This is an optimization exercise on Yosys and OpenROAD, whose aim is small area, a short achievable clock period and few clock cycles per item, not a production implementation.
Where RTL was checked, it was by simulation tests only, not by an equivalence proof against the original.
Power is estimated from default activity; no workload was simulated.

v6:
==> module data_mem_responder, before the edit <==
module data_mem_responder #(
  parameter int DEPTH   = 64,
  parameter int LATENCY = 2
) (
  input  logic        clk,
  input  logic        rst,
  input  logic        req_valid,
  output logic        req_ready,
  input  logic        req_we,
  input  logic [31:0] req_addr,
  input  logic [31:0] req_wdata,
  output logic        resp_valid,
  input  logic        resp_ready,
  output logic [31:0] resp_rdata,
  output logic        resp_err
);
  logic        v1_q;
  logic        wr1_q;     
  logic        rd1_q;     
  logic        err1_q;    
  logic [5:0]  idx1_q;
  logic [31:0] wd1_q;
  logic        v2_q;
  logic [31:0] rdata2_q;
  logic        err2_q;
  logic [31:0] mem [64];
  logic adv2, adv1, bad_in;
  assign adv2      = !v2_q || resp_ready;
  assign adv1      = !v1_q || adv2;
  assign req_ready = adv1;
  assign bad_in    = (|req_addr[1:0]) || (|req_addr[31:8]);
  assign resp_valid = v2_q;
  assign resp_rdata = rdata2_q;
  assign resp_err   = err2_q;
  always_ff @(posedge clk or posedge rst) begin
    if (rst) begin
      v1_q <= 1'b0;
      v2_q <= 1'b0;
    end else begin
      if (adv1) v1_q <= req_valid;
      if (adv2) v2_q <= v1_q;
    end
  end
  always_ff @(posedge clk) begin
    if (adv1) begin
      wr1_q  <= req_we && !bad_in;
      rd1_q  <= !req_we && !bad_in;
      err1_q <= bad_in;
      idx1_q <= req_addr[7:2];
      wd1_q  <= req_wdata;
    end
    if (adv2) begin
      rdata2_q <= rd1_q ? mem[idx1_q] : 32'd0;
      err2_q   <= err1_q;
    end
  end
  always_ff @(posedge clk) begin
    if (v1_q && wr1_q) mem[idx1_q] <= wd1_q;
  end
endmodule
clock: 5.0 ns
lec_check: 0
cap_margin: 20
core_margin: 2
core_utilization: 40
slew_margin: 20
run.sh (not shown) runs the stock make flow with config.mk's settings and CLKGATE_MAP_FILE= SYNTH_SCRIPT=/design/flow/synth_recipe.tcl, a recipe that flattens the netlist after the stock synthesis.
Testbench counts of v6, summed over its fixed seeds: cycles 4,816, items 4,800.
Input changes introduced in v7 (baseline for comparison: v6):
==> flow/design.v <==
module data_mem_responder #(
  parameter int DEPTH   = 64,
  parameter int LATENCY = 2
) (
  input  logic        clk,
  input  logic        rst,
  input  logic        req_valid,
  output logic        req_ready,
  input  logic        req_we,
  input  logic [31:0] req_addr,
  input  logic [31:0] req_wdata,
  output logic        resp_valid,
  input  logic        resp_ready,
  output logic [31:0] resp_rdata,
  output logic        resp_err
);
  logic        v1_q;
  logic        wr1_q;     
  logic        rd1_q;     
  logic        err1_q;    
  logic [63:0] sel1_q;    
  logic [31:0] wd1_q;
  logic        v2_q;
  logic [31:0] rdata2_q;
  logic        err2_q;
  logic        vk_q;
  logic [31:0] rdatak_q;
  logic        errk_q;
  logic [31:0] mem [64];
  logic bad_in, acc, adv2;
  assign bad_in    = (|req_addr[1:0]) || (|req_addr[31:8]);
  assign adv2      = !v2_q || resp_ready;
  assign req_ready = !vk_q && !(v1_q && v2_q && !resp_ready);
  assign acc       = req_valid && req_ready;
  assign resp_valid = v2_q;
  assign resp_rdata = rdata2_q;
  assign resp_err   = err2_q;
  logic [31:0] rd_word;
  always_comb begin
    rd_word = 32'd0;
    for (int w = 0; w < 64; w++) rd_word = rd_word | (mem[w] & {32{sel1_q[w]}});
  end
  logic [31:0] res1;
  assign res1 = rd1_q ? rd_word : 32'd0;
  always_ff @(posedge clk or posedge rst) begin
    if (rst) begin
      v1_q <= 1'b0;
      v2_q <= 1'b0;
      vk_q <= 1'b0;
    end else begin
      v1_q <= acc;
      if (adv2) v2_q <= vk_q || v1_q;
      vk_q <= !adv2 && (vk_q || v1_q);
    end
  end
  always_ff @(posedge clk) begin
    wr1_q  <= acc && req_we && !bad_in;
    rd1_q  <= !req_we && !bad_in;
    err1_q <= bad_in;
    wd1_q  <= req_wdata;
    for (int w = 0; w < 64; w++) sel1_q[w] <= (req_addr[7:2] == 6'(w));
    if (!vk_q) begin
      rdatak_q <= res1;
      errk_q   <= err1_q;
    end
    if (adv2) begin
      rdata2_q <= vk_q ? rdatak_q : res1;
      err2_q   <= vk_q ? errk_q : err1_q;
    end
  end
  always_ff @(posedge clk) begin
    for (int w = 0; w < 64; w++) if (wr1_q && sel1_q[w]) mem[w] <= wd1_q;
  end
endmodule
==> run notes <==
For maximum clock frequency, dividing the value from v7 by the value from v6 gives 1.13.
| multiplexer area fraction after synthesis | higher: v6 |
v7 against v6: register-to-register slack grew by 0.45 ns, number of well taps shrank by about 3.7%, power of the clock network grew by about 7%, actual slew at the worst max-slew pin grew by 0.013 ns.
Post-layout total power of v7 falls short of that of v6 slightly.
Sort v6 and v7 by clock network area share asc -> top: v6
The number of clock sinks in v7 was higher than what v6 gave.
When the final numbers for v6 and v7 were put side by side, the sequential share of cell area turned out to be greater in v7.
v6 has higher final area than v7.
For non-clock buffer count in the final layout, dividing the value from v6 by the value from v7 gives 1.2.
Per the comparison of v7 with v6, number of distinct library cells after synthesis decreased about 44%, portion of total power attributed to combinational logic went down.
Function not checked in v7: the RTL went through the layout flow alone.

========
data_mem_responder, a different RTL version from the one above (not shown whole).
For scale: roughly 4100 cells after synthesis, roughly 2300 flip-flops, ~100 I/O pins, roughly 80000 um^2 of cells after synthesis.
==> module data_mem_responder, before the edit <==
module data_mem_responder #(
  parameter int DEPTH   = 64,
  parameter int LATENCY = 2
) (
  input  logic        clk,
  input  logic        rst,
  input  logic        req_valid,
  output logic        req_ready,
  input  logic        req_we,
  input  logic [31:0] req_addr,
  input  logic [31:0] req_wdata,
  output logic        resp_valid,
  input  logic        resp_ready,
  output logic [31:0] resp_rdata,
  output logic        resp_err
);
  logic        v1_q;
  logic        wr1_q;     
  logic        rd1_q;     
  logic        err1_q;    
  logic [63:0] sel1_q;    
  logic [31:0] wd1_q;
  logic        v2_q;
  logic        rd2_q;
  logic        err2_q;
  logic [31:0] lo2_q, hi2_q;
  logic        v3_q;
  logic [31:0] rdata3_q;
  logic        err3_q;
  logic [31:0] mem [64];
  logic        full_q;    
  logic bad_in, adv3, adv2, adv1;
  assign bad_in    = (|req_addr[1:0]) || (|req_addr[31:8]);
  assign adv3      = !v3_q || resp_ready;
  assign adv2      = !v2_q || adv3;
  assign adv1      = !v1_q || adv2;
  assign req_ready = !full_q || resp_ready;
  assign resp_valid = v3_q;
  assign resp_rdata = rdata3_q;
  assign resp_err   = err3_q;
  logic [31:0] lo1, hi1;
  always_comb begin
    lo1 = 32'd0;
    hi1 = 32'd0;
    for (int w = 0; w < 32; w++) begin
      lo1 = lo1 | (mem[w] & {32{sel1_q[w]}});
      hi1 = hi1 | (mem[w+32] & {32{sel1_q[w+32]}});
    end
  end
  logic [31:0] res2;
  assign res2 = rd2_q ? (lo2_q | hi2_q) : 32'd0;
  always_ff @(posedge clk or posedge rst) begin
    if (rst) begin
      v1_q <= 1'b0;
      v2_q <= 1'b0;
      v3_q <= 1'b0;
      full_q <= 1'b0;
    end else begin
      full_q <= (adv1 ? req_valid : v1_q) && (adv2 ? v1_q : v2_q) && (adv3 ? v2_q : v3_q);
      if (adv1) v1_q <= req_valid;
      if (adv2) v2_q <= v1_q;
      if (adv3) v3_q <= v2_q;
    end
  end
  always_ff @(posedge clk) begin
    if (adv1) begin
      wr1_q  <= req_valid && req_we && !bad_in;
      rd1_q  <= !req_we && !bad_in;
      err1_q <= bad_in;
      wd1_q  <= req_wdata;
      for (int w = 0; w < 64; w++) sel1_q[w] <= (req_addr[7:2] == 6'(w));
    end
    if (adv2) begin
      rd2_q  <= rd1_q;
      err2_q <= err1_q;
      lo2_q  <= lo1;
      hi2_q  <= hi1;
    end
    if (adv3) begin
      rdata3_q <= res2;
      err3_q   <= err2_q;
    end
  end
  always_ff @(posedge clk) begin
    for (int w = 0; w < 64; w++) if (wr1_q && sel1_q[w]) mem[w] <= wd1_q;
  end
endmodule
==> flow/config.mk <==
export PLATFORM = sky130hd
export DESIGN_NAME = data_mem_responder
export DESIGN_NICKNAME = data_mem_responder
export VERILOG_FILES = /design/flow/design.v
export SDC_FILE = /design/flow/constraint.sdc
export NUM_CORES = 4
export LEC_CHECK = 0
export CAP_MARGIN = 20
export CORE_MARGIN = 2
export CORE_UTILIZATION = 50
export CTS_BUF_LIST = sky130_fd_sc_hd__clkbuf_16
export CTS_CLUSTER_DIAMETER = 60
export CTS_CLUSTER_SIZE = 24
export GPL_TIMING_DRIVEN = 1
export SETUP_SLACK_MARGIN = 2.9
export SLEW_MARGIN = 20
export TNS_END_PERCENT = 3
==> flow/constraint.sdc <==
create_clock -name core_clock -period 5.0 [get_ports {clk}]
set_input_delay 1.0000 -clock core_clock [delete_from_list [all_inputs] [get_ports {clk}]]
set_output_delay 1.0000 -clock core_clock [all_outputs]
set_load 0.01 [all_outputs]
standard.sh (not shown) runs the stock make flow with config.mk's settings and CLKGATE_MAP_FILE= SYNTH_SCRIPT=/design/flow/synth_recipe.tcl, a recipe that flattens the netlist after the stock synthesis.
==> flow/flow/run.sh <==
#!/bin/bash
# Standard layout with two changes: the ports are buffered with buf_2 cells
# instead of the delay cells buffer_ports picks by default, and clock tree
# synthesis inserts no dummy loads. Everything else is the standard.sh.
set -euo pipefail
export BUFFER_PORTS_ARGS="-buffer_cell sky130_fd_sc_hd__buf_2"
export CTS_ARGS="-sink_clustering_enable -repair_clock_nets -sink_clustering_size 24 -sink_clustering_max_diameter 60 -buf_list sky130_fd_sc_hd__clkbuf_16 -dont_use_dummy_load"
bash standard.sh finish > standard.log 2>&1
The starting point finished clean.
Testbench counts at the start, summed over its fixed seeds: cycles 4,824, items 4,800.
Rerun with:
--- a/flow/design.v
+++ b/flow/design.v
@@ -26,6 +26,6 @@
   logic [31:0] lo2_q, hi2_q;
   logic        v3_q;
-  logic [31:0] rdata3_q;
-  logic        err3_q;
+  logic [31:0] rdata3_q, hold3_q;
+  logic        err3_q, herr3_q;
   logic [31:0] mem [64];
   logic        full_q;    
@@ -78,7 +78,9 @@
     end
     if (adv3) begin
-      rdata3_q <= res2;
-      err3_q   <= err2_q;
+      hold3_q <= res2;
+      herr3_q <= err2_q;
     end
+    rdata3_q <= !adv3 ? hold3_q : (v2_q ? res2 : 32'd0);
+    err3_q   <= !adv3 ? herr3_q : (v2_q && err2_q);
   end
   always_ff @(posedge clk) begin
Outcome: The changed run finished but fails on antenna violations; final area came out higher by 2.3%; fmax came out higher by 1.5%; die area came out higher by 1.2%; sequential power hardly moves; setup slack is better by 0.036 ns; wire length came out lower by 1.9%; critical path depth came out higher by 5; total power came out higher by 1.8%; area after synthesis came out higher by 1.2%.
Testbench counts after the change, summed over its fixed seeds: cycles 4,824, items 4,800.

========
data_mem_responder with an RTL version that a note above also has.
Size in the first run: ~2300 flip-flops, about 100 I/O pins.
==> module data_mem_responder, before the edit <==
module data_mem_responder #(
  parameter int DEPTH   = 64,
  parameter int LATENCY = 2
) (
  input  logic        clk,
  input  logic        rst,
  input  logic        req_valid,
  output logic        req_ready,
  input  logic        req_we,
  input  logic [31:0] req_addr,
  input  logic [31:0] req_wdata,
  output logic        resp_valid,
  input  logic        resp_ready,
  output logic [31:0] resp_rdata,
  output logic        resp_err
);
  logic        v1_q;
  logic        wr1_q;     
  logic        rd1_q;     
  logic        err1_q;    
  logic [63:0] sel1_q;    
  logic [31:0] wd1_q;
  logic        v2_q;
  logic        rd2_q;
  logic        err2_q;
  logic [31:0] lo2_q, hi2_q;
  logic        v3_q;
  logic [31:0] rdata3_q, hold3_q;
  logic        err3_q, herr3_q;
  logic [31:0] mem [64];
  logic        full_q;    
  logic bad_in, adv3, adv2, adv1;
  assign bad_in    = (|req_addr[1:0]) || (|req_addr[31:8]);
  assign adv3      = !v3_q || resp_ready;
  assign adv2      = !v2_q || adv3;
  assign adv1      = !v1_q || adv2;
  assign req_ready = !full_q || resp_ready;
  assign resp_valid = v3_q;
  assign resp_rdata = rdata3_q;
  assign resp_err   = err3_q;
  logic [31:0] lo1, hi1;
  always_comb begin
    lo1 = 32'd0;
    hi1 = 32'd0;
    for (int w = 0; w < 32; w++) begin
      lo1 = lo1 | (mem[w] & {32{sel1_q[w]}});
      hi1 = hi1 | (mem[w+32] & {32{sel1_q[w+32]}});
    end
  end
  logic [31:0] res2;
  assign res2 = rd2_q ? (lo2_q | hi2_q) : 32'd0;
  always_ff @(posedge clk or posedge rst) begin
    if (rst) begin
      v1_q <= 1'b0;
      v2_q <= 1'b0;
      v3_q <= 1'b0;
      full_q <= 1'b0;
    end else begin
      full_q <= (adv1 ? req_valid : v1_q) && (adv2 ? v1_q : v2_q) && (adv3 ? v2_q : v3_q);
      if (adv1) v1_q <= req_valid;
      if (adv2) v2_q <= v1_q;
      if (adv3) v3_q <= v2_q;
    end
  end
  always_ff @(posedge clk) begin
    if (adv1) begin
      wr1_q  <= req_valid && req_we && !bad_in;
      rd1_q  <= !req_we && !bad_in;
      err1_q <= bad_in;
      wd1_q  <= req_wdata;
      for (int w = 0; w < 64; w++) sel1_q[w] <= (req_addr[7:2] == 6'(w));
    end
    if (adv2) begin
      rd2_q  <= rd1_q;
      err2_q <= err1_q;
      lo2_q  <= lo1;
      hi2_q  <= hi1;
    end
    if (adv3) begin
      hold3_q <= res2;
      herr3_q <= err2_q;
    end
    rdata3_q <= !adv3 ? hold3_q : (v2_q ? res2 : 32'd0);
    err3_q   <= !adv3 ? herr3_q : (v2_q && err2_q);
  end
  always_ff @(posedge clk) begin
    for (int w = 0; w < 64; w++) if (wr1_q && sel1_q[w]) mem[w] <= wd1_q;
  end
endmodule
clock: 5.0 ns
lec_check: 0
cap_margin: 20
core_margin: 2
core_utilization: 50
cts_buf_list: sky130_fd_sc_hd__clkbuf_16
cts_cluster_diameter: 60
cts_cluster_size: 24
gpl_timing_driven: 1
setup_slack_margin: 2.4
slew_margin: 20
run.sh (not shown) runs the stock make flow with config.mk's settings and CLKGATE_MAP_FILE= SYNTH_SCRIPT=/design/flow/synth_recipe.tcl, a recipe that flattens the netlist after the stock synthesis.
Stock flow here: none of the scripts above is used.
Testbench counts at the start, summed over its fixed seeds: cycles 4,824, items 4,800.
==> next run, changes <==
--- a/flow/design.v
+++ b/flow/design.v
@@ -27,15 +27,14 @@
   logic        v3_q;
   logic [31:0] rdata3_q, hold3_q;
   logic        err3_q, herr3_q;
   logic [31:0] mem [64];
-  logic        full_q;    
   logic bad_in, adv3, adv2, adv1;
   assign bad_in    = (|req_addr[1:0]) || (|req_addr[31:8]);
   assign adv3      = !v3_q || resp_ready;
   assign adv2      = !v2_q || adv3;
   assign adv1      = !v1_q || adv2;
-  assign req_ready = !full_q || resp_ready;
+  assign req_ready = adv1;
   assign resp_valid = v3_q;
   assign resp_rdata = rdata3_q;
   assign resp_err   = err3_q;
   logic [31:0] lo1, hi1;
@@ -53,19 +52,17 @@
     if (rst) begin
       v1_q <= 1'b0;
       v2_q <= 1'b0;
       v3_q <= 1'b0;
-      full_q <= 1'b0;
     end else begin
-      full_q <= (adv1 ? req_valid : v1_q) && (adv2 ? v1_q : v2_q) && (adv3 ? v2_q : v3_q);
       if (adv1) v1_q <= req_valid;
       if (adv2) v2_q <= v1_q;
       if (adv3) v3_q <= v2_q;
     end
   end
   always_ff @(posedge clk) begin
     if (adv1) begin
-      wr1_q  <= req_valid && req_we && !bad_in;
+      wr1_q  <= req_we && !bad_in;
       rd1_q  <= !req_we && !bad_in;
       err1_q <= bad_in;
       wd1_q  <= req_wdata;
       for (int w = 0; w < 64; w++) sel1_q[w] <= (req_addr[7:2] == 6'(w));
@@ -83,7 +80,7 @@
     rdata3_q <= !adv3 ? hold3_q : (v2_q ? res2 : 32'd0);
     err3_q   <= !adv3 ? herr3_q : (v2_q && err2_q);
   end
   always_ff @(posedge clk) begin
-    for (int w = 0; w < 64; w++) if (wr1_q && sel1_q[w]) mem[w] <= wd1_q;
+    for (int w = 0; w < 64; w++) if (v1_q && wr1_q && sel1_q[w]) mem[w] <= wd1_q;
   end
 endmodule
Final area stays flat.
Non-clock buffer count went down by 80.
Synthesized area is about the same.
Setup slack loses 0.076 ns.
Clock power went up by about 7%.
Sequential power hardly moves.
Synthesized cell count went up by 1.6%.
Testbench counts after the change, summed over its fixed seeds: cycles 4,824, items 4,800.

==> re-timing with driven ports <==
The flow's constraints put no driver on any port. The routed layouts listed below were extracted and timed again, unchanged, in two steps. Step 1 sets driving cells, clkbuf_16 on the clock port and buf_2 on the other inputs (assumed; they add their load-dependent delay and slew). Step 2 moves the port delays by t, midway between the first and last clock arrival at a register: inputs arrive t later, outputs are due t later. That takes back most of the time a late clock gives input paths. a / b / c = ideal / step 1 / step 2; a / b = the first two.
run	t (ns)	setup WS [ns]	hold WS [ns]	worst setup path after step 2	slew at the worst register clock pin (ns)
v6	0.907	0.962 / 0.962 / 0.962	0.318 / 0.250 / 0.431	register to register	0.06 / 0.06
v7	0.915	1.413 / 1.413 / 1.413	0.322 / 0.257 / 0.474	register to register	0.07 / 0.07
the first run of note 2	0.854	2.522 / 2.444 / 1.967	0.078 / 0.023 / 0.423	input to register	0.10 / 0.10
the second run of note 2	0.859	2.558 / 2.540 / 1.906	0.076 / 0.019 / 0.441	input to register	0.09 / 0.09
the first run of note 3	0.891	2.403 / 2.376 / 1.990	0.385 / 0.330 / 0.448	input to register	0.10 / 0.10
the second run of note 3	0.878	2.326 / 2.240 / 1.864	0.362 / 0.315 / 0.433	input to register	0.10 / 0.10
For the second run of note 2, which loses most, drivers alone change the setup slack by -0.018 ns; drivers and shift together by -0.652 ns.
